What follows belongs to an exercise in optimizing a design on an open flow for small area, a short achievable clock period and few clock cycles; a production flow would make more cautious choices. Power and IR drop assume default switching activity.

==> flow/design.v (excerpt) <==
module conv_feeder (
	input  logic        clk,
	input  logic        rst,
	input  logic        i_start,
	input  logic [5:0]  i_cols,
	input  logic [5:0]  i_rows,
	input  logic        i_stride,
	input  logic        i_valid,
	input  logic [31:0] i_data,
	output logic        o_full,
	output logic        o_valid,
	output logic [31:0] o_lane_data,
	output logic        o_done
);
Size in the first run: about 4,400 cells after synthesis, about 2,400 flip-flops, about 84 I/O pins, ~62,000 um2 of cells after synthesis.
clock: 6.0 ns
lec_check: 0
cap_margin: 20
core_margin: 2
core_utilization: 40
cts_cluster_diameter: 120
cts_cluster_size: 30
setup_slack_margin: 3.7
slew_margin: 20
run.sh (not shown) runs the stock make flow with config.mk's settings and CLKGATE_MAP_FILE= SYNTH_SCRIPT=/design/flow/synth_recipe.tcl, a recipe that flattens the netlist after the stock synthesis.
The first run passed the timing, DRC and antenna checks.
Rerun with:
--- a/flow/design.v
+++ b/flow/design.v
@@ -28,24 +28,28 @@
 	input  logic [5:0]  i_cols,
 	input  logic [5:0]  i_rows,
 	input  logic        i_stride,
 	input  logic        i_valid,
 	input  logic [31:0] i_data,
 	output logic        o_full,
 	output logic        o_valid,
 	output logic [31:0] o_lane_data,
 	output logic        o_done
 );
 	logic       busy;
+	logic [5:0] g_cols;
+	logic [5:0] g_rows;
+	logic [1:0] g_init;  
 	logic [5:0] g_cm1;  
 	logic [5:0] g_rm1;  
+	logic [4:0] g_orm1;  
 	logic       g_s2;
 	logic [4:0] g_ocm1;  
 	logic acc_all;   
 	logic acc_all2;  
 	logic        s_v;
 	logic [31:0] s_d;
 	logic [5:0]  p_row;
 	logic [5:0]  p_col;
 	logic [4:0]  p_d;  
 	logic [4:0] tau;
 	logic [4:0] e_d;  
@@ -208,68 +212,74 @@
 		for (int k = 0; k < 32; k++) begin
 			if ((k % 8) == 6 && qa_sel[((k + 2) / 8) % 4])
 				ring_a[k] <= wa_data;
 			else
 				ring_a[k] <= ring_a[(k + 1) % 32];
 			if ((k % 8) == 6 && qb_sel[((k + 2) / 8) % 4])
 				ring_b[k] <= wb_data;
 			else
 				ring_b[k] <= ring_b[(k + 1) % 32];
 		end
 	end
-	logic [4:0] n_ocm1, n_orm1;
-	assign n_ocm1 = i_stride ? 5'((i_cols - 6'd3) >> 1) : 5'(i_cols - 6'd3);
-	assign n_orm1 = i_stride ? 5'((i_rows - 6'd3) >> 1) : 5'(i_rows - 6'd3);
+	always_ff @(posedge clk) begin
+		g_ocm1 <= g_s2 ? 5'((g_cols - 6'd3) >> 1) : 5'(g_cols - 6'd3);
+		g_orm1 <= g_s2 ? 5'((g_rows - 6'd3) >> 1) : 5'(g_rows - 6'd3);
+		g_mrow2 <= {g_orm1, 1'b0} + 6'd2;
+		g_mcol2 <= {g_ocm1, 1'b0} + 6'd2;
+		g_elim <= {g_ocm1, 1'b0};
+	end
 	always_ff @(posedge clk) begin
 		if (rst) begin
 			busy <= 1'b0;
 			s_v <= 1'b0;
 			full_q <= 1'b0;
 			e_done <= 1'b0;
 			acc_all <= 1'b0;
 			acc_all2 <= 1'b0;
 			tau <= '0;
 			m_wr_en <= 1'b0;
 			b_cnt <= '0;
+			g_init <= '0;
 		end else begin
 			tau <= tau + 5'd1;
 			acc_all2 <= acc_all;
+			g_init <= {g_init[0], 1'b0};
+			if (g_init[1]) begin
+				x_rem <= g_ocm1;
+				y_rem <= g_orm1;
+				last_x <= (g_ocm1 == 5'd0);
+				last_y <= (g_orm1 == 5'd0);
+			end
 			if (start) begin
 				busy <= 1'b1;
-				g_cm1 <= i_cols - 6'd1;
+				g_cols <= i_cols;
+				g_rows <= i_rows;
+				g_cm1 <= i_cols - 6'd1;  
 				g_rm1 <= i_rows - 6'd1;
 				g_s2 <= i_stride;
-				g_ocm1 <= n_ocm1;
 				acc_all <= 1'b0;
 				acc_all2 <= 1'b0;
 				s_v <= 1'b0;
 				full_q <= 1'b0;
 				p_row <= '0;
 				p_col <= '0;
 				k_fill <= 1'b1;
 				k_bot <= 1'b0;
 				k_mrow <= 1'b0;
 				c_in <= 1'b1;
-				c_lt <= (n_ocm1 != 5'd0);
 				fill_done <= 1'b0;
-				g_mrow2 <= {n_orm1, 1'b0} + 6'd2;
-				g_mcol2 <= {n_ocm1, 1'b0} + 6'd2;
-				g_elim <= {n_ocm1, 1'b0};
 				tau <= 5'd0;   
 				p_d <= 5'd0;
 				e_d <= 5'd0;
 				e_odd <= 1'b0;
-				x_rem <= n_ocm1;
-				y_rem <= n_orm1;
-				last_x <= (n_ocm1 == 5'd0);
-				last_y <= (n_orm1 == 5'd0);
+				g_init <= 2'b01;
 				e_r <= '0;
 				e_c <= '0;
 				e_done <= 1'b0;
 				b_cnt <= '0;
 				b_lag <= '0;
 				m_wr_en <= 1'b0;
 			end else begin
 				if (accept && last_acc)
 					acc_all <= 1'b1;
 				if (consume) begin
 					if (p_wrap) begin
Effect: Count of clock-buffer cells in the layout fell by 2. Utilization is about the same. Routed wire length rose by about 0.7%. First-iteration DRC count fell by about 3.7%. Total power rose by 1.1%. Flip-flop and latch count rose by 24. Clock power hardly moves. Die area rose by about 0.8%. Maximum frequency rose by 1.1%. Worst setup slack is better by 26 ps. Via count is about the same. Clock skew hardly moves. Critical path depth stays the same.
No functional check of the RTL was part of any run of this note.

-- static timing again, ports no longer ideal --
In the flow no input, the clock included, has a driving cell. The finished layouts below were timed again as built, in two steps. Step 1, drivers: a clkbuf_16 drives clk and a buf_2 each remaining input, both assumed. Step 2 moves the port delays by t, midway between the first and last clock arrival at a register: inputs arrive t later, outputs are due t later. That takes back most of the time a late clock gives input paths. Three values: no drivers, after step 1, after step 2; two values: the first two.
run | t (ns) | setup WS [ns] | worst data-port slew with drivers (ns)
the first run | 0.794 | 3.511 / 3.435 / 3.023 | 0.06
the second run | 0.795 | 3.537 / 3.460 / 2.963 | 0.06
After both steps every run listed still meets setup and hold. For the second run, which loses most, drivers alone change the setup slack by -0.077 ns; drivers and shift together by -0.574 ns.
